Source: an optimization exercise on an open RTL-to-GDS flow (aim: small area). Production flows keep margins and buffers that such runs may drop.
In this exercise RTL edits were held to simulation tests only and were not proved equivalent to the original.
Power and IR drop assume default switching activity.

`flow/flow/run.sh`:
```
#!/bin/bash
# Standard ORFS layout (the standard.sh), with each port buffered by the
# smallest buffer, and a clock tree of clkbuf_8 and clkbuf_4 without dummy loads.
set -euo pipefail
export BUFFER_PORTS_ARGS="-buffer_cell sky130_fd_sc_hd__buf_1"
export CTS_ARGS="-sink_clustering_enable -repair_clock_nets -dont_use_dummy_load -root_buf sky130_fd_sc_hd__clkbuf_8 -sink_clustering_buffer sky130_fd_sc_hd__clkbuf_4 -sink_clustering_size 8 -buf_list {sky130_fd_sc_hd__clkbuf_4 sky130_fd_sc_hd__clkbuf_8}"
bash standard.sh finish > standard_flow.log 2>&1
```
`flow/config.mk`:
```
export PLATFORM = sky130hd
export DESIGN_NAME = sepr_top
export DESIGN_NICKNAME = sepr_top
export VERILOG_FILES = /design/flow/design.v
export SDC_FILE = /design/flow/constraint.sdc
export NUM_CORES = 4
export LEC_CHECK = 0
export CAP_MARGIN = 20
export CORE_MARGIN = 2
export CORE_UTILIZATION = 40
export SLEW_MARGIN = 20
export SYNTH_HIERARCHICAL = 1
```
`flow/design.v`:
```
package sepr_pkg;
   localparam int unsigned addr_w = 32;
   localparam int unsigned len_w = 20;
   localparam int unsigned word_bytes = 4;
   localparam logic last_op_read = 1'b0;
   typedef enum logic [2:0] {
      st_idle    = 3'b000,     
      st_rd_ptr  = 3'b001,     
      st_rd_hdr  = 3'b010,     
      st_rd_data = 3'b011,     
      st_updt    = 3'b100      
   } sepr_state_t;
endpackage
import sepr_pkg::*;
module sepr_ctrl_fsm (
   input  logic core_clk,
   input  logic uctl_rst_n,
   input  logic get_rd_ptrs,       
   input  logic wr_addr_en,        
   input  logic hdr_rd,            
   input  logic rd,                
   input  logic updt_rd_buf,       
   input  logic mem_ack,
   input  logic dma_dn,
   input  logic ept_updt_dn,
   input  logic buf_empty_in,      
   output logic rd_ptrs_rcvd,
   output logic buf_empty,
   output logic hdr_rd_dn,
   output logic transfer_dn,
   output logic buf_updt_dn,
   output logic mem_rd,
   output logic dma_start,
   output logic ept_req_data,
   output logic ept_updt_req,
   output logic ld_ptr,            
   output logic ld_hdr,            
   output logic wr_addr_load,      
   output logic xfer_done,         
   output logic xfer_busy          
);
   logic updt_q;                   
   assign ept_req_data = get_rd_ptrs;
   assign ld_ptr       = get_rd_ptrs;
   assign wr_addr_load = get_rd_ptrs & wr_addr_en;
   assign hdr_rd_dn    = mem_ack & mem_rd;
   assign ld_hdr       = hdr_rd_dn;
   assign xfer_done    = transfer_dn;
   always_ff @(posedge core_clk or negedge uctl_rst_n) begin
      if (!uctl_rst_n) begin
         rd_ptrs_rcvd <= 1'b0;
         buf_empty    <= 1'b0;
         mem_rd       <= 1'b0;
         dma_start    <= 1'b0;
         transfer_dn  <= 1'b0;
         ept_updt_req <= 1'b0;
         buf_updt_dn  <= 1'b0;
         updt_q       <= 1'b0;
         xfer_busy    <= 1'b0;
      end else begin
         rd_ptrs_rcvd <= get_rd_ptrs;
         buf_empty    <= get_rd_ptrs & buf_empty_in;
         mem_rd       <= hdr_rd | (mem_rd & ~mem_ack);
         dma_start    <= rd;
         transfer_dn  <= dma_dn;
         ept_updt_req <= (updt_rd_buf & ~updt_q) | (ept_updt_req & ~ept_updt_dn);
         buf_updt_dn  <= ept_updt_dn;
         updt_q       <= updt_rd_buf;
         xfer_busy    <= rd | (xfer_busy & ~transfer_dn);
      end
   end
endmodule
import sepr_pkg::*;
module sepr_ptr_regs (
   input  logic              core_clk,
   input  logic              uctl_rst_n,
   input  logic              ld_ptr,           
   input  logic              ld_hdr,           
   input  logic [addr_w-1:0] ept_start_addr,
   input  logic [addr_w-1:0] ept_end_addr,
   input  logic [addr_w-1:0] ept_rd_ptr,
   input  logic [addr_w-1:0] ept_wr_ptr,
   input  logic              ept_last_op,
   input  logic [addr_w-1:0] mem_rd_data,      
   input  logic              mem_dval,
   output logic [addr_w-1:0] start_addr,
   output logic [addr_w-1:0] end_addr,
   output logic [addr_w-1:0] rd_ptr,
   output logic [addr_w-1:0] rd_ptr_n,         
   output logic [addr_w-1:0] next_rd_ptr,      
   output logic              buf_empty         
);
   logic [addr_w-3:0] rd_inc;                  
   logic [addr_w-2:0] rd_inc_c;
   logic              past_end;                
   logic              past_end_q;
   always_ff @(posedge core_clk or negedge uctl_rst_n) begin
      if (!uctl_rst_n) begin
         start_addr <= '0;
         end_addr   <= '0;
      end else if (ld_ptr) begin
         start_addr <= ept_start_addr;
         end_addr   <= ept_end_addr;
      end
   end
   assign rd_ptr_n = ~rd_ptr;
   sepr_gt u_past_end (.a_n(rd_ptr_n), .b(end_addr), .gt(past_end));
   always_ff @(posedge core_clk) begin
      past_end_q <= past_end;
   end
   assign rd_inc_c[0] = ld_hdr & ~past_end_q;
   for (genvar i = 0; i < addr_w-2; i++) begin : g_inc
      sepr_ha u_ha (.a(rd_ptr[i+2]), .b(rd_inc_c[i]), .s(rd_inc[i]), .co(rd_inc_c[i+1]));
   end
   always_ff @(posedge core_clk or negedge uctl_rst_n) begin
      if (!uctl_rst_n) begin
         rd_ptr <= '0;
      end else if (ld_ptr) begin
         rd_ptr <= ept_rd_ptr;
      end else if (ld_hdr & past_end_q) begin
         rd_ptr <= start_addr;                       
      end else begin
         rd_ptr <= {rd_inc, rd_ptr[1:0]};            
      end
   end
   always_ff @(posedge core_clk) begin
      if (mem_dval) next_rd_ptr <= mem_rd_data;
   end
   assign buf_empty = (ept_wr_ptr == ept_rd_ptr) && (ept_last_op == last_op_read);
endmodule
import sepr_pkg::*;
module sepr_xfer_calc (
   input  logic              core_clk,
   input  logic              uctl_rst_n,
   input  logic              wr_addr_load,      
   input  logic              xfer_done,         
   input  logic              xfer_busy,         
   input  logic [addr_w-1:0] start_addr,
   input  logic [addr_w-1:0] end_addr,
   input  logic [addr_w-1:0] rd_ptr,
   input  logic [addr_w-1:0] rd_ptr_n,          
   input  logic [addr_w-1:0] next_rd_ptr,       
   input  logic [addr_w-1:0] cfg_sys_wr_addr,
   output logic [len_w-1:0]  dma_len,
   output logic [addr_w-1:0] sys_wr_addr
);
   localparam int hw = addr_w - 2;    
   localparam int k1 = 8;             
   localparam int k2 = 18;            
   localparam int ks = 18;            
   localparam logic [255:0] tab_ca = 256'hffffffffffffffff0000ffffffffffff00000000ffffffff100031007310ffff;
   localparam logic [255:0] tab_cb = 256'hf731ff73fff7fffffffff731ff73fff7fff7fffff731ff73ffffffffffffffff;
   localparam logic [255:0] tab_cc1 = 256'h000010003100731073100000100031003100731000001000ff73fff7fffff731;
   localparam logic [255:0] tab_cn = 256'hffffffffffffffffffffffffffffffffffffffffffffffff1000310073100000;
   logic [hw-1:0] h_w, r_nw, s_nw, e_w;
   logic [1:0]    h_b, r_b, s_b, e_b;
   logic [7:0]    lo;
   logic          wrap;               
   logic          wrap_q;             
   logic          ysel;               
   logic          ca, cb, cc1, cn;
   logic          cn_q;               
   logic [1:0]    len_b;              
   logic [hw-1:0] sel_b, len_f;       
   logic [hw-1:0] a_s, b_s;           
   logic          a_c1, b_c1, c_c1, a_c2, b_c2, c_c2, s_c1;
   logic          ca1_q, cb1_q, cw0_q, cw1_q, ca2_q, cb2_q, cc2_q, cs_q;
   logic [hw-1:0] sa;                 
   assign h_w  = next_rd_ptr[addr_w-1:2];
   assign r_nw = rd_ptr_n[addr_w-1:2];
   assign s_nw = ~start_addr[addr_w-1:2];
   assign e_w  = end_addr[addr_w-1:2];
   assign h_b  = next_rd_ptr[1:0];
   assign r_b  = rd_ptr[1:0];
   assign s_b  = start_addr[1:0];
   assign e_b  = end_addr[1:0];
   assign lo   = {h_b, r_b, e_b, s_b};
   assign ca  = tab_ca[lo];           
   assign cb  = tab_cb[lo];           
   assign cc1 = tab_cc1[lo];          
   assign cn  = tab_cn[lo];           
   sepr_gt u_wrap (.a_n(rd_ptr_n), .b(next_rd_ptr), .gt(wrap));
   always_ff @(posedge core_clk) begin
      wrap_q <= wrap;
      cn_q   <= cn;
   end
   assign ysel  = ~xfer_busy | wrap_q;
   assign len_b = wrap_q ? 2'(h_b - r_b + e_b - s_b) : 2'(h_b - r_b);
   assign sel_b[k1-1:0] = ysel ? b_s[k1-1:0] : {k1{cn_q}};
   sepr_rca #(k1) u_a1 (.a(h_w[k1-1:0]), .b(r_nw[k1-1:0]), .ci(ca), .s(a_s[k1-1:0]), .co(a_c1));
   sepr_rca #(k1) u_b1 (.a(e_w[k1-1:0]), .b(s_nw[k1-1:0]), .ci(cb), .s(b_s[k1-1:0]), .co(b_c1));
   sepr_rca #(k1) u_c1 (.a(a_s[k1-1:0]), .b(sel_b[k1-1:0]), .ci(ysel & cc1),
                        .s(len_f[k1-1:0]), .co(c_c1));
   assign sel_b[k2-1:k1] = wrap_q ? b_s[k2-1:k1] : {(k2-k1){cn_q}};
   sepr_rca #(k2-k1) u_a2 (.a(h_w[k2-1:k1]), .b(r_nw[k2-1:k1]), .ci(ca1_q),
                           .s(a_s[k2-1:k1]), .co(a_c2));
   sepr_rca #(k2-k1) u_b2 (.a(e_w[k2-1:k1]), .b(s_nw[k2-1:k1]), .ci(cb1_q),
                           .s(b_s[k2-1:k1]), .co(b_c2));
   sepr_rca #(k2-k1) u_c2 (.a(a_s[k2-1:k1]), .b(sel_b[k2-1:k1]), .ci(wrap_q ? cw1_q : cw0_q),
                           .s(len_f[k2-1:k1]), .co(c_c2));
   assign sel_b[hw-1:k2] = wrap_q ? b_s[hw-1:k2] : {(hw-k2){cn_q}};
   sepr_rca #(hw-k2) u_a3 (.a(h_w[hw-1:k2]), .b(r_nw[hw-1:k2]), .ci(ca2_q),
                           .s(a_s[hw-1:k2]), .co());
   sepr_rca #(hw-k2) u_b3 (.a(e_w[hw-1:k2]), .b(s_nw[hw-1:k2]), .ci(cb2_q),
                           .s(b_s[hw-1:k2]), .co());
   sepr_rca #(hw-k2) u_c3 (.a(a_s[hw-1:k2]), .b(sel_b[hw-1:k2]), .ci(cc2_q),
                           .s(len_f[hw-1:k2]), .co());
   assign dma_len = {len_f[len_w-3:0], len_b};
   sepr_rca #(ks) u_s1 (.a(sys_wr_addr[ks+1:2]), .b(len_f[ks-1:0]), .ci(|len_b),
                        .s(sa[ks-1:0]), .co(s_c1));
   sepr_rca #(hw-ks) u_s2 (.a(sys_wr_addr[addr_w-1:ks+2]), .b(len_f[hw-1:ks]), .ci(cs_q),
                           .s(sa[hw-1:ks]), .co());
   always_ff @(posedge core_clk) begin
      ca1_q <= a_c1;
      cb1_q <= b_c1;
      cw1_q <= c_c1;
      cw0_q <= cn & (|a_s[k1-1:0]);
      ca2_q <= a_c2;
      cb2_q <= b_c2;
      cc2_q <= c_c2;
      cs_q  <= s_c1;
   end
   always_ff @(posedge core_clk or negedge uctl_rst_n) begin
      if (!uctl_rst_n) begin
         sys_wr_addr <= '0;
      end else if (wr_addr_load) begin
         sys_wr_addr <= cfg_sys_wr_addr;
      end else if (xfer_done) begin
         sys_wr_addr[addr_w-1:2] <= sa;
      end
   end
endmodule
module sepr_rca #(parameter int w = 8) (
   input  logic [w-1:0] a,
   input  logic [w-1:0] b,
   input  logic         ci,
   output logic [w-1:0] s,
   output logic         co
);
   logic [w:0] c;
   assign c[0] = ci;
   for (genvar i = 0; i < w; i++) begin : g_fa
      sepr_fa u_fa (.a(a[i]), .b(b[i]), .ci(c[i]), .s(s[i]), .co(c[i+1]));
   end
   assign co = c[w];
endmodule
module sepr_gt (
   input  logic [31:0] a_n,
   input  logic [31:0] b,
   output logic        gt
);
   logic [24:0] c;
   logic [7:0]  g, p;
   logic        gg, pp;
   assign c[0] = 1'b1;
   for (genvar i = 0; i < 24; i++) begin : g_maj
      sepr_maj u_maj (.a(b[i]), .b(a_n[i]), .c(c[i]), .y(c[i+1]));
   end
   assign g = b[31:24] & a_n[31:24];
   assign p = b[31:24] | a_n[31:24];
   always_comb begin
      gg = 1'b0;
      pp = 1'b1;
      for (int i = 0; i < 8; i++) begin
         gg = g[i] | (p[i] & gg);
         pp = pp & p[i];
      end
   end
   assign gt = ~(gg | (pp & c[24]));
endmodule
module sepr_fa (
   input  logic a,
   input  logic b,
   input  logic ci,
   output logic s,
   output logic co
);
   assign {co, s} = a + b + ci;
endmodule
module sepr_ha (
   input  logic a,
   input  logic b,
   output logic s,
   output logic co
);
   assign {co, s} = a + b;
endmodule
module sepr_maj (
   input  logic a,
   input  logic b,
   input  logic c,
   output logic y
);
   assign y = (a & b) | (a & c) | (b & c);
endmodule
import sepr_pkg::*;
module sepr_top (
   input  logic              core_clk,
   input  logic              uctl_rst_n,
   input  logic              get_rd_ptrs,
   input  logic              wr_addr_en,
   input  logic              hdr_rd,
   input  logic              rd,
   input  logic              updt_rd_buf,
   output logic              rd_ptrs_rcvd,
   output logic              buf_empty,
   output logic              hdr_rd_dn,
   output logic              transfer_dn,
   output logic              buf_updt_dn,
   input  logic [addr_w-1:0] mem_rd_data,
   input  logic              mem_ack,
   input  logic              mem_dval,
   output logic [addr_w-1:0] mem_addr,
   output logic              mem_rd,
   input  logic              dma_dn,
   input  logic [addr_w-1:0] cfg_sys_wr_addr,
   output logic              dma_start,
   output logic [addr_w-1:0] dma_laddr,
   output logic [len_w-1:0]  dma_len,
   output logic [addr_w-1:0] dma_ep_start_addr,
   output logic [addr_w-1:0] dma_ep_end_addr,
   output logic [addr_w-1:0] sys_wr_addr,
   input  logic [addr_w-1:0] ept_start_addr,
   input  logic [addr_w-1:0] ept_end_addr,
   input  logic [addr_w-1:0] ept_rd_ptr,
   input  logic [addr_w-1:0] ept_wr_ptr,
   input  logic              ept_last_op,
   input  logic              ept_updt_dn,
   output logic              ept_req_data,
   output logic              ept_updt_req,
   output logic [addr_w-1:0] ept_wr_rd_ptr
);
   logic              ld_ptr;
   logic              ld_hdr;
   logic              wr_addr_load;
   logic              xfer_done;
   logic              xfer_busy;
   logic              ptr_buf_empty;    
   logic [addr_w-1:0] start_addr;
   logic [addr_w-1:0] end_addr;
   logic [addr_w-1:0] rd_ptr;
   logic [addr_w-1:0] rd_ptr_n;
   logic [addr_w-1:0] next_rd_ptr;
   sepr_ctrl_fsm i_ctrl_fsm (
      .core_clk, .uctl_rst_n, .get_rd_ptrs, .wr_addr_en, .hdr_rd, .rd, .updt_rd_buf,
      .mem_ack, .dma_dn, .ept_updt_dn, .buf_empty_in(ptr_buf_empty),
      .rd_ptrs_rcvd, .buf_empty, .hdr_rd_dn, .transfer_dn, .buf_updt_dn,
      .mem_rd, .dma_start, .ept_req_data, .ept_updt_req,
      .ld_ptr, .ld_hdr, .wr_addr_load, .xfer_done, .xfer_busy
   );
   sepr_ptr_regs i_ptr_regs (
      .core_clk, .uctl_rst_n, .ld_ptr, .ld_hdr,
      .ept_start_addr, .ept_end_addr, .ept_rd_ptr, .ept_wr_ptr, .ept_last_op,
      .mem_rd_data, .mem_dval,
      .start_addr, .end_addr, .rd_ptr, .rd_ptr_n, .next_rd_ptr, .buf_empty(ptr_buf_empty)
   );
   sepr_xfer_calc i_xfer_calc (
      .core_clk, .uctl_rst_n, .wr_addr_load, .xfer_done, .xfer_busy,
      .start_addr, .end_addr, .rd_ptr, .rd_ptr_n, .next_rd_ptr, .cfg_sys_wr_addr,
      .dma_len, .sys_wr_addr
   );
   assign mem_addr          = rd_ptr;     
   assign dma_laddr         = rd_ptr;     
   assign dma_ep_start_addr = start_addr;
   assign dma_ep_end_addr   = end_addr;
   assign ept_wr_rd_ptr     = {next_rd_ptr[addr_w-1:2], 2'b00};    
endmodule
```
`flow/standard.sh`:
```
#!/bin/bash
# synth_recipe.tcl (not shown) runs the flow's synth.tcl, then flattens the netlist and writes it again
# the make line also repeats each setting of config.mk as NAME=value (left out here)
make -C /OpenROAD-flow-scripts/flow DESIGN_CONFIG=/design/flow/config.mk WORK_HOME=/design/flow/orfs CLKGATE_MAP_FILE= SYNTH_SCRIPT=/design/flow/synth_recipe.tcl "${@:-finish}"
```
`flow/constraint.sdc`:
```
create_clock -name core_clock -period 10.0 [get_ports {core_clk}]
set_input_delay 2.0000 -clock core_clock [delete_from_list [all_inputs] [get_ports {core_clk}]]
set_output_delay 2.0000 -clock core_clock [all_outputs]
set_load 0.01 [all_outputs]
```
==> results of run 1 <==
[stage by stage]
| step | power [mW] | utilization |
|---|---|---|
| after global routing | 3.70 | 0.483 |
| final | 3.34 | 0.483 |
| after CTS | 3.36 | 0.480 |
| after floorplan | 2.33 | - |
| after detailed placement | 2.96 | 0.471 |
| after global placement | 2.90 | 0.471 |
[Yosys stat by module (local to each module, per instance), a selection]
| module | cell area, µm² | cells |
|---|---|---|
| sepr_ptr_regs | 5280 | 384 |
| sepr_xfer_calc | 2480 | 315 |
| sepr_ctrl_fsm | 312 | 23 |
| sepr_top | 259 | 35 |
| sepr_ha | 12.5 | 1 |
| sepr_maj | 11.3 | 1 |
[where the power goes]
part	internal, mW	switching [mW]	total, mW	leakage, nW
combinational	0.853	1.03	1.89	3.70
clock	0.150	0.239	0.389	0.122
sequential	0.890	0.173	1.06	2.03
total	1.89	1.45	3.34	5.85
[routing by layer]
metal  GRT usage  routed length [µm]  vias up
li1            -                   -     4038
met1       0.308               15200     4312
met5           0                   0        -
met4      0.0644                 627        0
met2       0.394               17700      310
met3      0.0540                2170       41
[registers in the layout (all words and copies together), names as in the netlist, 32 cells and up]
name / count
i_ptr_regs.end_addr: 32
i_ptr_regs.next_rd_ptr: 32
i_ptr_regs.rd_ptr: 32
i_ptr_regs.start_addr: 32
i_xfer_calc.sys_wr_addr: 32
[logic make-up after synthesis]
group | after synthesis | synth area share
and+or+nand+nor | 172 | 0.0616
xor gates and xnor gates | 38 | 0.0297
AOI/OAI and AO/OA | 110 | 0.0551
other | 3 | 0.000951
adders and majority gates | 201 | 0.284
muxes | 130 | 0.117
DFF | 180 | 0.389
buffers and inverters | 149 | 0.0626
[cells in the final DEF (no fill, tap or decap), types with 3 or more instances in the layout]
cell	count
o21ai_0	66
nand2b_1	3
nor2b_1	3
nor2_1	5
a21oi_1	3
mux2_2	67
dfrtp_1	133
clkbuf_8	17
a211oi_1	3
xor2_1	30
nand3_1	5
ha_1	33
nor4_1	8
mux2i_1	63
a22oi_1	6
dfxtp_1	11
buf_1	419
inv_1	72
o211ai_1	3
fa_2	13
nand2_1	130
o22ai_1	7
edfxtp_1	32
buf_4	27
o21ai_1	3
conb_1	4
fa_1	107
dfrtp_2	4
maj3_2	48
o221ai_1	3
xnor2_1	7
[final cells by class]
class | instances | area [µm²]
Multi-Input combinational cell | 655 | 6570
Clock buffer | 17 | 234
Inverter | 73 | 274
Fill cell | 2734 | 15000
Antenna cell | 1 | 2.50
Sequential cell | 180 | 4610
Tap cell | 384 | 480
Timing Repair Buffer | 449 | 1800
[final timing paths]
path / from / to / cells after the start
min in group asynchronous: uctl_rst_n / i_ptr_regs.end_addr[22] / 1
max in group asynchronous: uctl_rst_n / i_ptr_regs.rd_ptr[1] / 2
min reg2reg: i_ctrl_fsm.updt_q / i_ctrl_fsm.ept_updt_req / 1
max reg2reg: i_ptr_regs.start_addr[1] / i_xfer_calc.sys_wr_addr[19] / 27
max: i_ptr_regs.start_addr[1] / i_xfer_calc.sys_wr_addr[19] / 27
min: i_ctrl_fsm.updt_q / i_ctrl_fsm.ept_updt_req / 1
[what timing repair did]
item                                    CTS  global route
pin swaps                                 2             7
buffers inserted                          2             3
gates resized for setup                  10            19
gates cloned                              0             0
endpoints found under the setup margin    1             3
hold buffers                              0             0
==> flow_summary.toml, run 1 <==
[global_route]
antenna_found_initial = 2
grt_pass1_wl_mm = 53.8
grt_max_degree = 72
grt.total_usage = 0.235
grt-ovfl-total = 0
grt_pass1_vias = 9240

[setup_path]
cp.arrival_ns = 10.11
crit_top_cell = "fa_1"
cp-start-kind = "flop"
r2r_slack_ns = 0.29
cp_num_buf_inv = 0
critPathTopFamily = "adder cells"
cp-end-kind = "flop"
cp_slowest_cell = "fa_1"
critPathMaxStageDelay_ns = 0.55
crit_type = "reg -> reg"
cp_max_fo = 7
critPathRequiredTime_ns = 10.40

[yosys]
syn_area_um2 = 11800
yosysTopAreaCell = "dfrtp_1"
yosys_warnings = 10
async_reset_ff_frac = 0.761
synth.distinct_cells = 51
synth_top_area_frac = 0.290
netlist_top_cells_count = "dfrtp_1 (137), nand2_1 (132), fa_1 (120)"
synth_edf_count = 32
yosys-top-cells-area = "dfrtp_1 (29%), fa_1 (20%), edfxtp_1 (8.1%), mux2_2 (6.4%), mux2i_1 (5.3%)"
yosysMostFrequentCell = "dfrtp_1"
ys_ff_latch = 180
synthCells = 983
yosysSeqAreaShare = 0.389
avgSynthCellArea_um2 = 12.0
synth_ff_type = "dfrtp_1"

[drt]
drt_wl_total_mm = 35.7
route.antenna.remaining_nets = 0
wl_per_cell_um = 20.3
vias_per_cell = 4.95
drtIter0Drc = 463
vias = 8701
remaining_drc_errors = 0
first_pass_iters = 5

[timing]
setup_viol = 0
fin_skew_ns = 0.0357
hold_violations = 0
relSlewSlack = 0.306
period_minus_slack_ns = 9.71
layout_setup_ws_ns = 0.291
worst_pin_slew_ns = 1.04
tns_ns = 0
max_freq_mhz = 103
hold_slack_ns = 0.434
period_share = 0.971
slew_viol_final = 0

[clocking]
path_clk_slew_ns = 0.08
clk_path_buf_depth = 2
cts_buffers = 17
clock-sinks = 180
clk_latency_ns = 0.50
htree_num_levels = 4
cts_tree = "built"
cts_root_buffer = "clkbuf_8"

[power]
vdd_drop_max_mv = 0.110
power_density_nw_per_um2 = 239
power_leakage_nw = 5.85

[floorplanning]
fp.dieH_um = 176
start_util = 0.409
fp-row-count = 62
core_area_um2 = 28900
die_w_um = 176
dieArea_um2 = 31000
io_pins = 425

[placed_design]
numPortBuffers = 422
gp_congestion = 0.933
dp_slack_ns = -0.195
dp_hpwl_mm = 29.1
dp_cells = 1736
dpl_cell_area_um2 = 13600

[outcome]
status = "finished clean"

[final_layout]
nets = 1733
layout.cells.non_filler = 1759
drive_gt1_frac = 0.143
area_delta_synth_final_pct = 18.1
final_area_um2 = 14000

[min_path]
hold_class = "reg -> reg"

[flow_run]
drv_cap = 0
==> inputs of run 2 (changes only) <==
==> flow/flow/run.sh (replaced) <==
#!/bin/bash
# Standard ORFS layout (the standard.sh), with each port buffered by the
# smallest buffer, and a clock tree of clkbuf_8 without dummy loads.
set -euo pipefail
export BUFFER_PORTS_ARGS="-buffer_cell sky130_fd_sc_hd__buf_1"
export CTS_ARGS="-sink_clustering_enable -repair_clock_nets -dont_use_dummy_load -buf_list sky130_fd_sc_hd__clkbuf_8"
bash standard.sh finish > standard_flow.log 2>&1
--- a/flow/config.mk
+++ b/flow/config.mk
@@ -5,8 +5,8 @@
 export SDC_FILE = /design/flow/constraint.sdc
 export NUM_CORES = 4
 export LEC_CHECK = 0
-export CAP_MARGIN = 20
+export CAP_MARGIN = 0
 export CORE_MARGIN = 2
 export CORE_UTILIZATION = 40
-export SLEW_MARGIN = 20
+export SLEW_MARGIN = 0
 export SYNTH_HIERARCHICAL = 1
==> run 2 against run 1 <==
Effect of this change: non-clock buffer count stayed put; die area stayed put; sequential power hardly changed; register-to-register slack hardly changed; sequential cell count stayed put; clock skew stayed put; synthesized cell count stayed put; clock power hardly changed; via count stayed put; sequential share of layout area stayed put; first-iteration DRC count stayed put; critical path type unchanged; highest routed layer unchanged.
==> flow_summary.toml, run 2 <==
[clocking]
clk_path_buf_depth = 2
clk_latency_ns = 0.50
cts_root_buffer = "clkbuf_8"
cts_tree = "built"
cts_hold_buf = 0
htree_num_levels = 4
clock-sinks = 180
cts_buffers = 17
path_clk_slew_ns = 0.08

[timing]
period_minus_slack_ns = 9.71
max_freq_mhz = 103
slew_viol_final = 0
hold_violations = 0
period_share = 0.971
layout_setup_ws_ns = 0.291
worst_pin_slew_ns = 1.04
setup_viol = 0
relSlewSlack = 0.306
fin_skew_ns = 0.0357

[drt]
wl_per_cell_um = 20.3
vias = 8701
first_pass_iters = 5
remaining_drc_errors = 0
drtIter0Drc = 463
vias_per_cell = 4.95
route.antenna.remaining_nets = 0
drt_wl_total_mm = 35.7

[yosys]
yosysSeqAreaShare = 0.389
yosys-top-cells-area = "dfrtp_1 (29%), fa_1 (20%), edfxtp_1 (8.1%), mux2_2 (6.4%), mux2i_1 (5.3%)"
async_reset_ff_frac = 0.761
synthCells = 983
syn_area_um2 = 11800
synth_edf_count = 32
avgSynthCellArea_um2 = 12.0
yosys_warnings = 10
synth.distinct_cells = 51
synth_top_area_frac = 0.290
yosysTopAreaCell = "dfrtp_1"
yosysMostFrequentCell = "dfrtp_1"
ys_ff_latch = 180
synth_ff_type = "dfrtp_1"
netlist_top_cells_count = "dfrtp_1 (137), nand2_1 (132), fa_1 (120)"

[floorplanning]
io_pins = 425
die_w_um = 176
start_util = 0.409
core_area_um2 = 28900
dieArea_um2 = 31000
fp.dieH_um = 176
fp-row-count = 62

[setup_path]
cp.arrival_ns = 10.11
cp_num_buf_inv = 0
cp-end-kind = "flop"
critPathMaxStageDelay_ns = 0.55
rr_endpoint = "i_xfer_calc.sys_wr_addr[19]"
cp-endpoint = "i_xfer_calc.sys_wr_addr[19]"
critPathRequiredTime_ns = 10.40
r2r-start = "i_ptr_regs.start_addr[1]"
critPathTopFamily = "adder cells"
crit_type = "reg -> reg"
cp-start-kind = "flop"
r2r_slack_ns = 0.29
reg2reg_depth = 27
cp_max_fo = 7
cp.depth = 27
crit_top_cell = "fa_1"
cp_slowest_cell = "fa_1"
crit_start = "i_ptr_regs.start_addr[1]"

[power]
vdd_drop_max_mv = 0.110
power_density_nw_per_um2 = 239
totalPowerFinal_mw = 3.34
power_leakage_nw = 5.85

[outcome]
status = "finished clean"

[final_layout]
final_common_cell = "buf_1"
final_cell_mix = "buf_1 (419), dfrtp_1 (133), nand2_1 (130)"
nets = 1733
layout.cells.non_filler = 1759
final_util = 0.483
area_delta_synth_final_pct = 18.1
drive_gt1_frac = 0.143
n_fill_cell = 2734

[global_route]
antenna_found_initial = 2
grt_pass1_wl_mm = 53.8
grt-ovfl-total = 0
grt_pass1_vias = 9240
grt_max_degree = 72
grt.total_usage = 0.235

[placed_design]
dp_cells = 1736
numPortBuffers = 422
gp_congestion = 0.933
dp_slack_ns = -0.195
dp_hpwl_mm = 29.1

[flow_run]
drv_cap = 0

[min_path]
hold_class = "reg -> reg"
==> run 2: cell counts after synthesis <==
No cell type changed its count.
==> run 2: final cells by class <==
cell class | instances | area (µm²) | share of cell area
multi-input combinational | 655 | 6570 | 0.470
sequential | 180 | 4610 | 0.330
antenna | 1 | 2.50 | 0.000179
timing repair buffer | 449 | 1800 | 0.128
clock buffer | 17 | 234 | 0.0167
tap | 384 | 480 | 0.0344
inverter | 73 | 274 | 0.0196
==> run 2: worst min path at each step <==
stage	startpoint	to	cells after the start	slack, ns
2_1_floorplan	i_ctrl_fsm.updt_q	i_ctrl_fsm.ept_updt_req	1	0.41
3_3_place_gp	i_ctrl_fsm.updt_q	i_ctrl_fsm.ept_updt_req	1	0.42
4_1_cts	i_ctrl_fsm.updt_q	i_ctrl_fsm.ept_updt_req	1	0.44
3_5_place_dp	i_ctrl_fsm.updt_q	i_ctrl_fsm.ept_updt_req	1	0.44
6_report	i_ctrl_fsm.updt_q	i_ctrl_fsm.ept_updt_req	1	0.43
5_1_grt	i_ctrl_fsm.updt_q	i_ctrl_fsm.ept_updt_req	1	0.45
==> run 2: repair_timing <==
item / in CTS / in global routing
gates cloned: 0 / 0
pin swaps: 2 / 7
resized for setup: 10 / 19
setup buffers: 2 / 3
endpoints found under the setup margin: 1 / 3
==> run 2: metal layers <==
metal	global-route usage	routed length (µm)	vias up
li1	-	-	4038
met1	0.308	15200	4312
met2	0.394	17700	310
met3	0.0540	2170	41
met4	0.0644	627	0
met5	0	0	-
==> run 2: through the flow <==
step	hold slack, ns	cell area [µm²]	TNS [ns]
final	0.434	14000	0
after global routing	0.453	14000	-0.0150
after CTS	0.441	13900	0
after detailed placement	0.439	13600	-0.195
after global placement	0.421	13600	0
after floorplan	0.409	11800	0
==> run 2: per-module statistics from Yosys, one instance, submodules excluded, excerpt <==
module          flip-flops and latches  cells  cell area, µm²
sepr_top                             0     35             259
sepr_xfer_calc                      42    315            2480
sepr_ptr_regs                      129    384            5280
sepr_ctrl_fsm                        9     23             312
sepr_fa                              0      1            20.0
sepr_maj                             0      1            11.3
sepr_gt                              0     14            91.3
sepr_ha                              0      1            12.5
==> run 2: logic make-up (layout without fill, tap and decap cells) <==
logic type | Yosys count | in the layout | synth area share
AOI/OAI and AO/OA | 110 | 110 | 0.0551
xor gates and xnor gates | 38 | 38 | 0.0297
adders and majority gates | 201 | 201 | 0.284
buffers and inverters | 149 | 539 | 0.0626
DFF | 180 | 180 | 0.389
muxes | 130 | 130 | 0.117
other | 3 | 5 | 0.000951
and+or+nand+nor | 172 | 172 | 0.0616
==> run 2: worst reg2reg max path, stage by stage, from the launching register on <==
cell and delay (ns):
dfrtp_1 0.49, nand2b_1 0.12, a21oi_2 0.20, nor3b_2 0.20, a21oi_1 0.06, o31a_1 0.26, fa_1 0.39, fa_1 0.40
fa_1 0.42, fa_2 0.36, fa_1 0.42, fa_2 0.36, fa_1 0.53, fa_1 0.55, fa_1 0.43, fa_2 0.38
fa_2 0.35, fa_2 0.34, fa_1 0.38, fa_2 0.37, fa_2 0.35, fa_1 0.39, fa_1 0.40, fa_2 0.36
fa_1 0.39, fa_1 0.49, mux2i_1 0.06, o21ai_1 0.17
==> run 2: where the power goes <==
group / internal, mW / switching (mW) / total [mW] / leakage (nW)
registers: 0.890 / 0.173 / 1.06 / 2.03
clock network: 0.150 / 0.239 / 0.389 / 0.122
logic: 0.853 / 1.03 / 1.89 / 3.70
total: 1.89 / 1.45 / 3.34 / 5.85
==> inputs of run 3 (changes only) <==
==> flow/config.mk (replaced) <==
export PLATFORM = sky130hd
export DESIGN_NAME = sepr_top
export DESIGN_NICKNAME = sepr_top
export VERILOG_FILES = /design/flow/design.v
export SDC_FILE = /design/flow/constraint.sdc
export NUM_CORES = 4
export LEC_CHECK = 0
export CAP_MARGIN = 20
export CORE_MARGIN = 2
export CORE_UTILIZATION = 65
export SLEW_MARGIN = 20
export SYNTH_HIERARCHICAL = 1
==> run 3 against run 2 <==
Effect of this change: clock skew grew 0.0016 ns; count of clock-buffer cells in the layout is the same; setup slack worse by 0.069 ns; combinational power about the same; largest power group unchanged; first-iteration DRC count increased by 2.4%; via count is 3.1% higher; design area shrank 2.1%; non-clock buffer count shrank 10; sequential cell count did not move; utilization up 28 points; worst hold slack gained 0.011 ns; die area down 38%.
==> flow_summary.toml, run 3 <==
[power]
p_seq_frac = 0.316
vdd_drop_max_mv = 0.152
power_density_nw_per_um2 = 246
combPwrFrac = 0.570
clkPwrFrac = 0.113
p_switching_mw = 1.47
p_int_mw = 1.89
power_leakage_nw = 5.80
switching_share = 0.437

[global_route]
grt_max_degree = 85
grt-ovfl-total = 0
grt_pass1_vias = 9100
antenna_found_initial = 4
grt_pass1_wl_mm = 51.7
grt.total_usage = 0.354

[timing]
setup_viol = 0
relSlewSlack = 0.246
worst_pin_slew_ns = 1.13
period_minus_slack_ns = 9.78
hold_violations = 0
fin_skew_ns = 0.0373
period_share = 0.978
slew_viol_final = 0
max_freq_mhz = 102

[setup_path]
crit_top_cell = "fa_1"
critPathMaxStageDelay_ns = 0.52
crit_type = "reg -> reg"
cp-start-kind = "flop"
cp_slowest_cell = "fa_1"
cp.arrival_ns = 10.08
cp-end-kind = "flop"
cp_max_fo = 4
reg2reg_depth = 29
critPathRequiredTime_ns = 10.30

[floorplanning]
io_pins = 425
fp.dieH_um = 139
die_w_um = 139
core_area_um2 = 17900
start_util = 0.661
fp-row-count = 49
dieArea_um2 = 19300

[drt]
vias = 8967
drt_wl_total_mm = 33.9
drtIter0Drc = 474
route.antenna.remaining_nets = 0
vias_per_cell = 5.62
remaining_drc_errors = 0
first_pass_iters = 5
wl_per_cell_um = 21.2

[final_layout]
layout.cells.non_filler = 1595
final_common_cell = "buf_1"
final_area_um2 = 13700
nets = 1723
n_fill_cell = 1292
drive_gt1_frac = 0.131
final_cell_mix = "buf_1 (419), dfrtp_1 (133), nand2_1 (130)"
final_util = 0.764
area_delta_synth_final_pct = 15.6

[yosys]
yosysMostFrequentCell = "dfrtp_1"
syn_area_um2 = 11800
yosysSeqAreaShare = 0.389
synth_top_area_frac = 0.290
async_reset_ff_frac = 0.761
synth.distinct_cells = 51
yosys-top-cells-area = "dfrtp_1 (29%), fa_1 (20%), edfxtp_1 (8.1%), mux2_2 (6.4%), mux2i_1 (5.3%)"
ys_ff_latch = 180
netlist_top_cells_count = "dfrtp_1 (137), nand2_1 (132), fa_1 (120)"
synthCells = 983
yosysTopAreaCell = "dfrtp_1"
yosys_warnings = 10
avgSynthCellArea_um2 = 12.0
synth_edf_count = 32
synth_ff_type = "dfrtp_1"

[clocking]
path_clk_slew_ns = 0.11
clock-sinks = 180
cts_buffers = 17
cts_root_buffer = "clkbuf_8"
htree_num_levels = 4
clk_latency_ns = 0.47
cts_tree = "built"
clk_path_buf_depth = 2

[placed_design]
dpl_cell_area_um2 = 13400
numPortBuffers = 422
gp_congestion = 0.899
dp_hpwl_mm = 27.3
dp_cells = 1574

[flow_run]
drv_cap = 0

[min_path]
hold_class = "reg -> reg"
hold_depth = 1

[outcome]
status = "finished clean"
[run 3: cells by family (layout without fill, tap and decap cells)]
kind of cell	Yosys count	in the layout	synth area share
multiplexers	130	130	0.117
AND/OR/NAND/NOR	172	172	0.0616
AO/OA/AOI/OAI	110	110	0.0551
flip-flops	180	180	0.389
adder cells (fa/ha/maj)	201	201	0.284
other	3	6	0.000951
XOR/XNOR	38	38	0.0297
buffers and inverters	149	529	0.0626
[run 3: Yosys stat by module, one instance, submodules excluded, excerpt]
module          times used  area, µm²  cells inside
sepr_ctrl_fsm            1        312            23
sepr_fa                120       20.0             1
sepr_gt                  2       91.3            14
sepr_ha                 30       12.5             1
sepr_maj                48       11.3             1
sepr_ptr_regs            1       5280           384
sepr_top                 1        259            35
sepr_xfer_calc           1       2480           315
[run 3: metrics by stage]
stage          setup slack (ns)  power (mW)  hold WS (ns)  TNS, ns
2_1_floorplan             0.284        2.33         0.409        0
3_3_place_gp              0.184        2.86         0.421        0
3_5_place_dp             0.0402        2.96         0.416        0
4_1_cts                  0.0214        3.33         0.445        0
5_1_grt                 -0.0356        3.64         0.465  -0.0356
6_report                  0.222        3.36         0.446        0
[run 3: metal layers]
metal  vias to the layer above  share of wire  track usage
met4                         4          0.029       0.0978
met3                        62          0.077       0.0856
li1                       4010              -            -
met5                         -        0.00077            0
met2                       404           0.50        0.598
met1                      4487           0.39        0.465
[run 3: final timing paths]
kind | endpoint | from | slack [ns]
hold reg to reg | i_ctrl_fsm.ept_updt_req | i_ctrl_fsm.updt_q | 0.45
setup / recovery | i_xfer_calc.sys_wr_addr[19] | i_ptr_regs.next_rd_ptr[1] | 0.22
min in group asynchronous | i_xfer_calc.sys_wr_addr[21] | uctl_rst_n | 1.72
max in group asynchronous | i_xfer_calc.sys_wr_addr[20] | uctl_rst_n | 6.79
setup reg to reg | i_xfer_calc.sys_wr_addr[19] | i_ptr_regs.next_rd_ptr[1] | 0.22
hold / removal | i_ctrl_fsm.ept_updt_req | i_ctrl_fsm.updt_q | 0.45
[run 3: layout make-up]
cell class,instances,area (µm²),share of cell area
diodes,2,5.00,0.000366
clock buffers,17,234,0.0171
inverters,73,274,0.0200
multi-input cells,655,6550,0.479
flip-flops and latches,180,4610,0.337
well taps,229,287,0.0209
repair buffers,439,1720,0.126
[run 3: power by group through the flow]
stage               clock, mW  combinational (mW)  sequential, mW
floorplan                   0                1.25            1.08
global placement            0                1.79            1.07
finish                  0.380                1.92            1.06
detailed placement          0                1.88            1.07
CTS                     0.386                1.88            1.06
global route            0.413                2.14            1.09
[run 3: critical path: cells and delay by family, from the launching register on]
family	cells	cell delay, ns
adder cells (fa/ha/maj)	20	8.00
XOR/XNOR	1	0.24
AND/OR/NAND/NOR	3	0.21
AO/OA/AOI/OAI	4	0.55
flip-flops	1	0.48
multiplexers	1	0.14
[run 3: what timing repair did]
item,in CTS,in global routing
hold buffers,0,0
buffers inserted,0,2
setup endpoints to repair,0,2
resized for setup,0,22
==> inputs of run 4 (changes only) <==
--- a/flow/config.mk
+++ b/flow/config.mk
@@ -7,6 +7,6 @@
 export LEC_CHECK = 0
 export CAP_MARGIN = 20
 export CORE_MARGIN = 2
-export CORE_UTILIZATION = 65
+export CORE_UTILIZATION = 72
 export SLEW_MARGIN = 20
 export SYNTH_HIERARCHICAL = 1
==> run 4 against run 3 <==
Effect of this change: combinational power grew 4%; highest routed layer is now met4; non-clock buffer count grew 1; cell count shrank 0.75%; design area grew 0.15%; global-route usage grew 6.2 points; power grew 2.7%; sequential power is essentially flat; still clean on timing, DRC and antenna; count of clock-buffer cells in the layout is the same.
==> flow_summary.toml, run 4 <==
[power]
totalPowerFinal_mw = 3.45
vdd_drop_max_mv = 0.139
combPwrFrac = 0.578
clkPwrFrac = 0.111
power_density_nw_per_um2 = 252
switching_share = 0.446
p_seq_frac = 0.310
p_switching_mw = 1.54
power_leakage_nw = 5.81
p_int_mw = 1.91

[setup_path]
cp-end-kind = "flop"
cp-start-kind = "flop"
cp_slowest_cell = "fa_1"
crit_type = "reg -> reg"
critPathMaxStageDelay_ns = 0.52
cp_max_fo = 6
crit_top_cell = "fa_1"
cp.arrival_ns = 10.10
critPathRequiredTime_ns = 10.33

[drt]
wl_per_cell_um = 23.2
vias = 9521
drtIter0Drc = 797
remaining_drc_errors = 0
first_pass_iters = 10
vias_per_cell = 6.01
route.antenna.remaining_nets = 0
drt_wl_total_mm = 36.7

[timing]
period_share = 0.977
setup_viol = 0
max_freq_mhz = 102
period_minus_slack_ns = 9.77
worst_pin_slew_ns = 1.14
fin_skew_ns = 0.0341
hold_violations = 0
slew_viol_final = 0
relSlewSlack = 0.238
layout_setup_ws_ns = 0.231

[yosys]
synth_top_area_frac = 0.290
syn_area_um2 = 11800
yosysMostFrequentCell = "dfrtp_1"
synth.distinct_cells = 51
avgSynthCellArea_um2 = 12.0
async_reset_ff_frac = 0.761
yosys-top-cells-area = "dfrtp_1 (29%), fa_1 (20%), edfxtp_1 (8.1%), mux2_2 (6.4%), mux2i_1 (5.3%)"
netlist_top_cells_count = "dfrtp_1 (137), nand2_1 (132), fa_1 (120)"
synth_ff_type = "dfrtp_1"
synth_edf_count = 32
yosysTopAreaCell = "dfrtp_1"
synthCells = 983
yosysSeqAreaShare = 0.389
yosys_warnings = 10
ys_ff_latch = 180

[floorplanning]
fp-row-count = 46
fp.dieH_um = 132
die_w_um = 132
dieArea_um2 = 17500
start_util = 0.740
io_pins = 425
core_area_um2 = 16000

[placed_design]
dp_cells = 1561
dp_slack_ns = -0.0243
numPortBuffers = 422
dp_hpwl_mm = 28.7
gp_congestion = 0.934

[clocking]
clk_latency_ns = 0.48
cts_buffers = 17
cts_tree = "built"
path_clk_slew_ns = 0.11
cts_hold_buf = 0
htree_num_levels = 4
cts_root_buffer = "clkbuf_8"
clock-sinks = 180
clk_path_buf_depth = 2

[min_path]
hold_class = "reg -> reg"

[global_route]
grt.total_usage = 0.416
grt-ovfl-total = 0
grt_pass1_wl_mm = 54.6
antenna_found_initial = 1
grt_max_degree = 83
grt_pass1_vias = 9775

[final_layout]
nets = 1724
final_cell_mix = "buf_1 (419), dfrtp_1 (132), nand2_1 (130)"
n_fill_cell = 869
area_delta_synth_final_pct = 15.8
layout.cells.non_filler = 1583
drive_gt1_frac = 0.136
final_common_cell = "buf_1"

[outcome]
status = "finished clean"

[flow_run]
drv_cap = 0
-- run 4: cell counts after synthesis --
No cell type changed its count.
-- run 4: power by group through the flow --
stage                     sequential, mW  combinational (mW)  clock [mW]
final                               1.07                2.00       0.385
after global routing                1.09                2.20       0.410
after CTS                           1.06                1.92       0.384
after detailed placement            1.08                1.91           0
after global placement              1.07                1.79           0
after floorplan                     1.08                1.25           0
-- run 4: worst paths after layout --
check                                  startpoint  depth (start not counted)  slack, ns                           to
setup reg to reg           i_ptr_regs.end_addr[0]                         27       0.23  i_xfer_calc.sys_wr_addr[19]
hold reg to reg                 i_ctrl_fsm.updt_q                          1       0.44      i_ctrl_fsm.ept_updt_req
min in group asynchronous              uctl_rst_n                          1       1.67    i_ptr_regs.start_addr[25]
setup / recovery           i_ptr_regs.end_addr[0]                         27       0.23  i_xfer_calc.sys_wr_addr[19]
hold / removal                  i_ctrl_fsm.updt_q                          1       0.44      i_ctrl_fsm.ept_updt_req
max in group asynchronous              uctl_rst_n                          2       6.78         i_ptr_regs.rd_ptr[1]
-- run 4: kinds of logic after synthesis --
family / count (synthesis) / synth area share
buf+inv: 149 / 0.0626
mux: 130 / 0.117
flops: 180 / 0.389
xor+xnor: 38 / 0.0297
other cells: 3 / 0.000951
fa+ha+maj: 201 / 0.284
compound gates: 110 / 0.0551
simple gates: 172 / 0.0616
-- run 4: final cells by class --
class,count,area (µm²),share of cell area
antenna,2,5.00,0.000365
clock buffer,17,234,0.0171
inverter,73,274,0.0200
multi-input combinational,655,6560,0.479
sequential,180,4620,0.337
tap,216,270,0.0197
timing repair buffer,440,1740,0.127
-- run 4: per-stage QoR --
stage	utilization	hold WS [ns]	instance area, µm²	TNS, ns
final	0.856	0.439	13700	0
after detailed placement	0.835	0.421	13400	-0.0243
after global routing	0.856	0.456	13700	-0.0700
after CTS	0.849	0.438	13600	0
after global placement	0.835	0.418	13400	0
after floorplan	-	0.409	11800	0
-- run 4: timing repair --
action	in CTS	in global routing
hold endpoints to repair	0	0
pin swaps	0	8
gates resized for setup	1	26
setup buffers	0	2
endpoints found under the setup margin	1	3
-- run 4: modules after synthesis (local to each module, per instance), excerpt --
module	cell area (µm²)	cells inside	copies in the design	flops+latches
sepr_ptr_regs	5280	384	1	129
sepr_xfer_calc	2480	315	1	42
sepr_ctrl_fsm	312	23	1	9
sepr_top	259	35	1	0
sepr_gt	91.3	14	2	0
sepr_fa	20.0	1	120	0
sepr_ha	12.5	1	30	0
sepr_maj	11.3	1	48	0
-- run 4: metal layers --
metal | track usage | share of wire | up-vias
li1 | - | - | 4015
met1 | 0.531 | 0.36 | 4718
met2 | 0.672 | 0.48 | 650
met3 | 0.100 | 0.094 | 138
met4 | 0.216 | 0.058 | 0
met5 | 0 | 0 | -
-- run 4: critical path: cells and delay by family (launching register included) --
family | cells | cell delay, ns
AND/OR/NAND/NOR | 2 | 0.39
buffers and inverters | 1 | 0.16
adder cells (fa/ha/maj) | 20 | 8.05
multiplexers | 1 | 0.14
AO/OA/AOI/OAI | 3 | 0.50
flip-flops | 1 | 0.40
==> inputs of run 5 (changes only) <==
--- a/flow/config.mk
+++ b/flow/config.mk
@@ -7,6 +7,6 @@
 export LEC_CHECK = 0
 export CAP_MARGIN = 20
 export CORE_MARGIN = 2
-export CORE_UTILIZATION = 72
+export CORE_UTILIZATION = 40
 export SLEW_MARGIN = 20
 export SYNTH_HIERARCHICAL = 1
==> run 5 against run 4 <==
Effect of this change: largest power group unchanged; non-clock buffer count increased by 9; via count decreased by 8.6%; first-iteration DRC count decreased by 42%; largest cell class unchanged; synthesized area unchanged; synthesized cell count unchanged; register-to-register slack improved by 0.06 ns; routed wire length decreased by 2.6%; critical path depth unchanged; die area increased by 77%; highest routed layer unchanged; combinational power decreased by 6%.
==> flow_summary.toml, run 5 <==
[yosys]
yosys-top-cells-area = "dfrtp_1 (29%), fa_1 (20%), edfxtp_1 (8.1%), mux2_2 (6.4%), mux2i_1 (5.3%)"
synth_simple_gate_area_frac = 0.0616
synth_top_area_frac = 0.290
synth_top_family_by_area = "adder cells"
synth_ff_type = "dfrtp_1"
yosys_warnings = 10
async_reset_ff_frac = 0.761
synth_compound_area_frac = 0.0551
avgSynthCellArea_um2 = 12.0
synthCells = 983
yosysSeqAreaShare = 0.389
ys_ff_latch = 180
syn_area_um2 = 11800
synth-xor-area-share = 0.0297
synth_edf_count = 32
synth.distinct_cells = 51
muxShareOfSynthArea = 0.117
yosysTopAreaCell = "dfrtp_1"
yosysMostFrequentCell = "dfrtp_1"
netlist_top_cells_count = "dfrtp_1 (137), nand2_1 (132), fa_1 (120)"
synth-adder-area-share = 0.284

[min_path]
hold_class = "reg -> reg"

[floorplanning]
fp-row-count = 62
fp.dieH_um = 176
core_area_um2 = 28900
die_w_um = 176
io_pins = 425
dieArea_um2 = 31000
start_util = 0.409

[drt]
remaining_drc_errors = 0
drtIter0Drc = 463
route.antenna.remaining_nets = 0
first_pass_iters = 5
wl_per_cell_um = 20.3
vias = 8701
drt_wl_total_mm = 35.7
vias_per_cell = 4.95

[clocking]
cts_buffers = 17
cts_tree = "built"
clk_path_buf_depth = 2
cts_root_buffer = "clkbuf_8"
clock-sinks = 180
htree_num_levels = 4
path_clk_slew_ns = 0.08
clk_latency_ns = 0.50
cts_hold_buf = 0

[setup_path]
critPathRequiredTime_ns = 10.40
cp.arrival_ns = 10.11
cp-start-kind = "flop"
cp_max_fo = 7
cp-end-kind = "flop"
crit_type = "reg -> reg"

[final_layout]
area_delta_synth_final_pct = 18.1
nets = 1733
final_cell_mix = "buf_1 (419), dfrtp_1 (133), nand2_1 (130)"
seq_area_um2 = 4610
multi_input_area_um2 = 6570
final_util = 0.483
n_fill_cell = 2734
final_area_um2 = 14000
drive_gt1_frac = 0.143
final_common_cell = "buf_1"

[global_route]
grt_pass1_vias = 9240
grt_pass1_wl_mm = 53.8
grt-ovfl-total = 0
grt_max_degree = 72
antenna_found_initial = 2
grt.total_usage = 0.235

[flow_run]
drv_cap = 0

[power]
power_density_nw_per_um2 = 239
power_leakage_nw = 5.85
vdd_drop_max_mv = 0.110

[timing]
setup_viol = 0
hold_violations = 0
fin_skew_ns = 0.0357
relSlewSlack = 0.306
period_share = 0.971
worst_pin_slew_ns = 1.04
hold_slack_ns = 0.434
slew_viol_final = 0
tns_ns = 0
period_minus_slack_ns = 9.71
max_freq_mhz = 103

[placed_design]
dpl_cell_area_um2 = 13600
gp_congestion = 0.933
dp_hpwl_mm = 29.1
numPortBuffers = 422

[outcome]
status = "finished clean"
-- run 5: per-stage QoR --
step,cells,setup slack [ns],total power [mW]
after floorplan,984,0.284,2.33
after global placement,1736,0.0445,2.90
after detailed placement,1736,-0.195,2.96
after CTS,1755,0.0196,3.36
after global routing,1758,-0.0150,3.70
final,1759,0.291,3.34
-- run 5: worst paths after layout --
kind                       depth (start not counted)                     endpoint                startpoint  slack (ns)
min                                                1      i_ctrl_fsm.ept_updt_req         i_ctrl_fsm.updt_q        0.43
min reg2reg                                        1      i_ctrl_fsm.ept_updt_req         i_ctrl_fsm.updt_q        0.43
max                                               27  i_xfer_calc.sys_wr_addr[19]  i_ptr_regs.start_addr[1]        0.29
max in group asynchronous                          2         i_ptr_regs.rd_ptr[1]                uctl_rst_n        7.44
min in group asynchronous                          1      i_ptr_regs.end_addr[22]                uctl_rst_n        1.34
max reg2reg                                       27  i_xfer_calc.sys_wr_addr[19]  i_ptr_regs.start_addr[1]        0.29
-- run 5: critical path, cell delays in order, from the launching register on --
cell	delay, ns
dfrtp_1	0.49
nand2b_1	0.12
a21oi_2	0.20
nor3b_2	0.20
a21oi_1	0.06
o31a_1	0.26
fa_1	0.39
fa_1	0.40
fa_1	0.42
fa_2	0.36
fa_1	0.42
fa_2	0.36
fa_1	0.53
fa_1	0.55
fa_1	0.43
fa_2	0.38
fa_2	0.35
fa_2	0.34
fa_1	0.38
fa_2	0.37
fa_2	0.35
fa_1	0.39
fa_1	0.40
fa_2	0.36
fa_1	0.39
fa_1	0.49
mux2i_1	0.06
o21ai_1	0.17
-- run 5: cell families after synthesis --
| kind of cell | Yosys count |
|---|---|
| AO/OA/AOI/OAI | 110 |
| flip-flops | 180 |
| multiplexers | 130 |
| adder cells (fa/ha/maj) | 201 |
| other | 3 |
| XOR/XNOR | 38 |
| AND/OR/NAND/NOR | 172 |
| buffers and inverters | 149 |
-- run 5: cell type report --
type                       instances  share of cell area
multi-input combinational        655               0.470
sequential                       180               0.330
timing repair buffer             449               0.128
tap                              384              0.0344
inverter                          73              0.0196
clock buffer                      17              0.0167
antenna                            1            0.000179
-- run 5: timing repair --
item	4_1_cts	5_1_grt
pin swaps	2	7
gates resized for setup	10	19
setup buffers	2	3
gates cloned	0	0
endpoints found under the setup margin	1	3
-- run 5: per-layer routing --
metal	vias to the layer above	part of all wire	wire length, µm	global-route usage
li1	4038	-	-	-
met1	4312	0.43	15200	0.308
met2	310	0.50	17700	0.394
met3	41	0.061	2170	0.0540
met4	0	0.018	627	0.0644
met5	-	0	0	0
-- run 5: where the power goes --
part	switching, mW	total (mW)	internal (mW)
Combinational	1.03	1.89	0.853
Sequential	0.173	1.06	0.890
Clock	0.239	0.389	0.150
Total	1.45	3.34	1.89
-- run 5: Yosys stat by module, one instance, submodules excluded, a selection --
module          area (µm²)  flops+latches  copies in the design
sepr_top               259              0                     1
sepr_maj              11.3              0                    48
sepr_ha               12.5              0                    30
sepr_gt               91.3              0                     2
sepr_ptr_regs         5280            129                     1
sepr_ctrl_fsm          312              9                     1
sepr_fa               20.0              0                   120
sepr_xfer_calc        2480             42                     1
==> inputs of run 6 (changes only) <==
==> flow/flow/run.sh (replaced) <==
#!/bin/bash
# Standard ORFS layout (the standard.sh), with each port buffered by the
# smallest buffer, a clock tree of clkbuf_8 without dummy loads, and gates
# off the critical paths downsized after global routing.
set -euo pipefail
export BUFFER_PORTS_ARGS="-buffer_cell sky130_fd_sc_hd__buf_1"
export RECOVER_POWER=100
export CTS_ARGS="-sink_clustering_enable -repair_clock_nets -dont_use_dummy_load -buf_list sky130_fd_sc_hd__clkbuf_8"
bash standard.sh finish > standard_flow.log 2>&1
==> run 6 against run 5 <==
Effect of this change: largest power group unchanged; highest routed layer unchanged; via count is 0.26% lower; count of clock-buffer cells in the layout stayed put; first-iteration DRC count is 5.0% lower; critical endpoint unchanged; worst hold slack hardly changed; the layout now fails its checks (max-capacitance violations, max-slew violations).
==> flow_summary.toml, run 6 <==
[drt]
drt_wl_total_mm = 35.8
wl_per_cell_um = 20.3
drtIter0Drc = 440
vias_per_cell = 4.93
remaining_drc_errors = 0
vias = 8678
route.antenna.remaining_nets = 0
first_pass_iters = 4

[yosys]
synth_top_area_frac = 0.290
syn_area_um2 = 11800
yosysTopAreaCell = "dfrtp_1"
synth-xor-area-share = 0.0297
synthCells = 983
synth_top_family_by_area = "adder cells"
avgSynthCellArea_um2 = 12.0
synth-adder-area-share = 0.284
yosys_warnings = 10
ys_ff_latch = 180
synth_compound_area_frac = 0.0551
netlist_top_cells_count = "dfrtp_1 (137), nand2_1 (132), fa_1 (120)"
synth.distinct_cells = 51
synth_ff_type = "dfrtp_1"
yosysMostFrequentCell = "dfrtp_1"
synth_edf_count = 32
async_reset_ff_frac = 0.761
yosys-top-cells-area = "dfrtp_1 (29%), fa_1 (20%), edfxtp_1 (8.1%), mux2_2 (6.4%), mux2i_1 (5.3%)"
muxShareOfSynthArea = 0.117
yosysSeqAreaShare = 0.389
synth_simple_gate_area_frac = 0.0616

[timing]
hold_violations = 0
max_freq_mhz = 103
period_minus_slack_ns = 9.72
relSlewSlack = -1.60
slew_viol_final = 332
worst_pin_slew_ns = 3.90
fin_skew_ns = 0.0358
period_share = 0.972
layout_setup_ws_ns = 0.284
setup_viol = 0
hold_slack_ns = 0.435

[setup_path]
crit_top_cell = "fa_1"
cp_max_fo = 7
critPathTopFamily = "adder cells"
critPathMaxStageDelay_ns = 0.55
cp.arrival_ns = 10.12
critPathRequiredTime_ns = 10.41
cp_num_buf_inv = 0
cp-end-kind = "flop"
cp-start-kind = "flop"
crit_type = "reg -> reg"
cp_slowest_cell = "fa_1"

[clocking]
clk_path_buf_depth = 2
cts_tree = "built"
path_clk_slew_ns = 0.08
cts_hold_buf = 0
cts_buffers = 17
htree_num_levels = 4
cts_root_buffer = "clkbuf_8"
clock-sinks = 180
clk_latency_ns = 0.50

[flow_run]
drv_cap = 6

[final_layout]
final_common_cell = "buf_1"
final_cell_mix = "buf_1 (419), dfrtp_1 (136), nand2_1 (130)"
nets = 1733
drive_gt1_frac = 0.128
final_util = 0.480
area_delta_synth_final_pct = 17.5

[floorplanning]
io_pins = 425
fp-row-count = 62
fp.dieH_um = 176
start_util = 0.409
dieArea_um2 = 31000
core_area_um2 = 28900
die_w_um = 176

[min_path]
hold_class = "reg -> reg"

[placed_design]
dp_hpwl_mm = 29.1
dp_slack_ns = -0.195
gp_congestion = 0.933
numPortBuffers = 422

[global_route]
grt_max_degree = 72
grt.total_usage = 0.235
grt_pass1_wl_mm = 53.8
antenna_found_initial = 2
grt-ovfl-total = 0
grt_pass1_vias = 9240

[power]
power_leakage_nw = 5.81
power_density_nw_per_um2 = 240
totalPowerFinal_mw = 3.34
vdd_drop_max_mv = 0.111

[outcome]
so_faults = "max-capacitance violations, max-slew violations"
status = "complete, but fails checks"
## run 6: cell counts after synthesis
No cell type changed its count.
## run 6: layout make-up
class                           count  area [µm²]
Fill cell                        2755       15000
Multi-Input combinational cell    655        6550
Sequential cell                   180        4610
Timing Repair Buffer              449        1750
Tap cell                          384         480
Inverter                           73         274
Clock buffer                       17         234
Antenna cell                        1        2.50
## run 6: cell families (layout without fill, tap and decap cells)
family	count (synthesis)	in the layout
fa+ha+maj	201	201
buf+inv	149	539
xor+xnor	38	38
other cells	3	5
mux	130	130
simple gates	172	172
compound gates	110	110
flops	180	180
## run 6: final timing paths
check                           depth (start not counted)                           to  slack (ns)                      from
worst max-delay path                                   27  i_xfer_calc.sys_wr_addr[19]        0.28  i_ptr_regs.start_addr[1]
worst min-delay path                                    1      i_ctrl_fsm.ept_updt_req        0.43         i_ctrl_fsm.updt_q
worst max register to register                         27  i_xfer_calc.sys_wr_addr[19]        0.28  i_ptr_regs.start_addr[1]
worst min register to register                          1      i_ctrl_fsm.ept_updt_req        0.43         i_ctrl_fsm.updt_q
max in group asynchronous                               2   i_xfer_calc.sys_wr_addr[4]        4.52                uctl_rst_n
min in group asynchronous                               1      i_ptr_regs.end_addr[21]        1.39                uctl_rst_n
## run 6: per-layer routing
layer / vias up / GRT usage / wire length [µm]
met5: - / 0 / 0
met4: 0 / 0.0644 / 659
met3: 42 / 0.0540 / 2190
met2: 316 / 0.394 / 17600
met1: 4283 / 0.308 / 15300
li1: 4037 / - / -
## run 6: timing repair
item,4_1_cts,5_1_grt
gates resized for setup,10,19
buffers inserted,2,3
pin swaps,2,7
endpoints found under the setup margin,1,3
endpoints found under the hold margin,0,0
## run 6: metrics by stage
stage | setup TNS (ns) | instances | area, µm²
after floorplan | 0 | 984 | 11800
after global placement | 0 | 1736 | 13600
after detailed placement | -0.195 | 1736 | 13600
after CTS | 0 | 1755 | 13900
after global routing | -0.0345 | 1758 | 13900
final | 0 | 1759 | 13900
## run 6: modules after synthesis (local to each module, per instance), a selection
module / copies in the design / area [µm²] / cells inside
sepr_fa: 120 / 20.0 / 1
sepr_ha: 30 / 12.5 / 1
sepr_gt: 2 / 91.3 / 14
sepr_xfer_calc: 1 / 2480 / 315
sepr_ctrl_fsm: 1 / 312 / 23
sepr_maj: 48 / 11.3 / 1
sepr_ptr_regs: 1 / 5280 / 384
sepr_top: 1 / 259 / 35
## run 6: power breakdown
part | internal, mW | switching, mW | leakage, nW
Sequential | 0.891 | 0.172 | 2.03
Combinational | 0.852 | 1.03 | 3.65
Clock | 0.150 | 0.240 | 0.122

## re-timing with driven ports
The results above use ideal ports. As a check the final layouts listed here were re-extracted and re-timed, cells and wires unchanged. Step 1 (the two cells are an assumption about what drives the block):
set clk [get_ports {core_clk}]
set_driving_cell -lib_cell sky130_fd_sc_hd__clkbuf_16 $clk
set_driving_cell -lib_cell sky130_fd_sc_hd__buf_2 [delete_from_list [all_inputs] $clk]
Step 2 adds t to the input delays and takes it off the output delays; t is the mean of the earliest and latest rising clock arrival at the registers after step 1. Input paths then give back, and output paths get back, about the clock's delay inside the block. a / b / c = ideal / step 1 / step 2; a / b = the first two.
run | shift t [ns] | slack for setup (ns) | hold slack, ns | worst setup path after step 2 | worst slew at a driven data input, ns
run 1 | 0.529 | 0.291 / 0.291 / 0.291 | 0.434 / 0.434 / 0.434 | register to register | 0.06
run 2 | 0.529 | 0.291 / 0.291 / 0.291 | 0.434 / 0.434 / 0.434 | register to register | 0.06
run 3 | 0.498 | 0.222 / 0.222 / 0.222 | 0.446 / 0.446 / 0.446 | register to register | 0.08
run 4 | 0.503 | 0.231 / 0.231 / 0.231 | 0.439 / 0.439 / 0.439 | register to register | 0.08
run 5 | 0.529 | 0.291 / 0.291 / 0.291 | 0.434 / 0.434 / 0.434 | register to register | 0.06
run 6 | 0.528 | 0.284 / 0.284 / 0.284 | 0.435 / 0.435 / 0.435 | register to register | 0.06
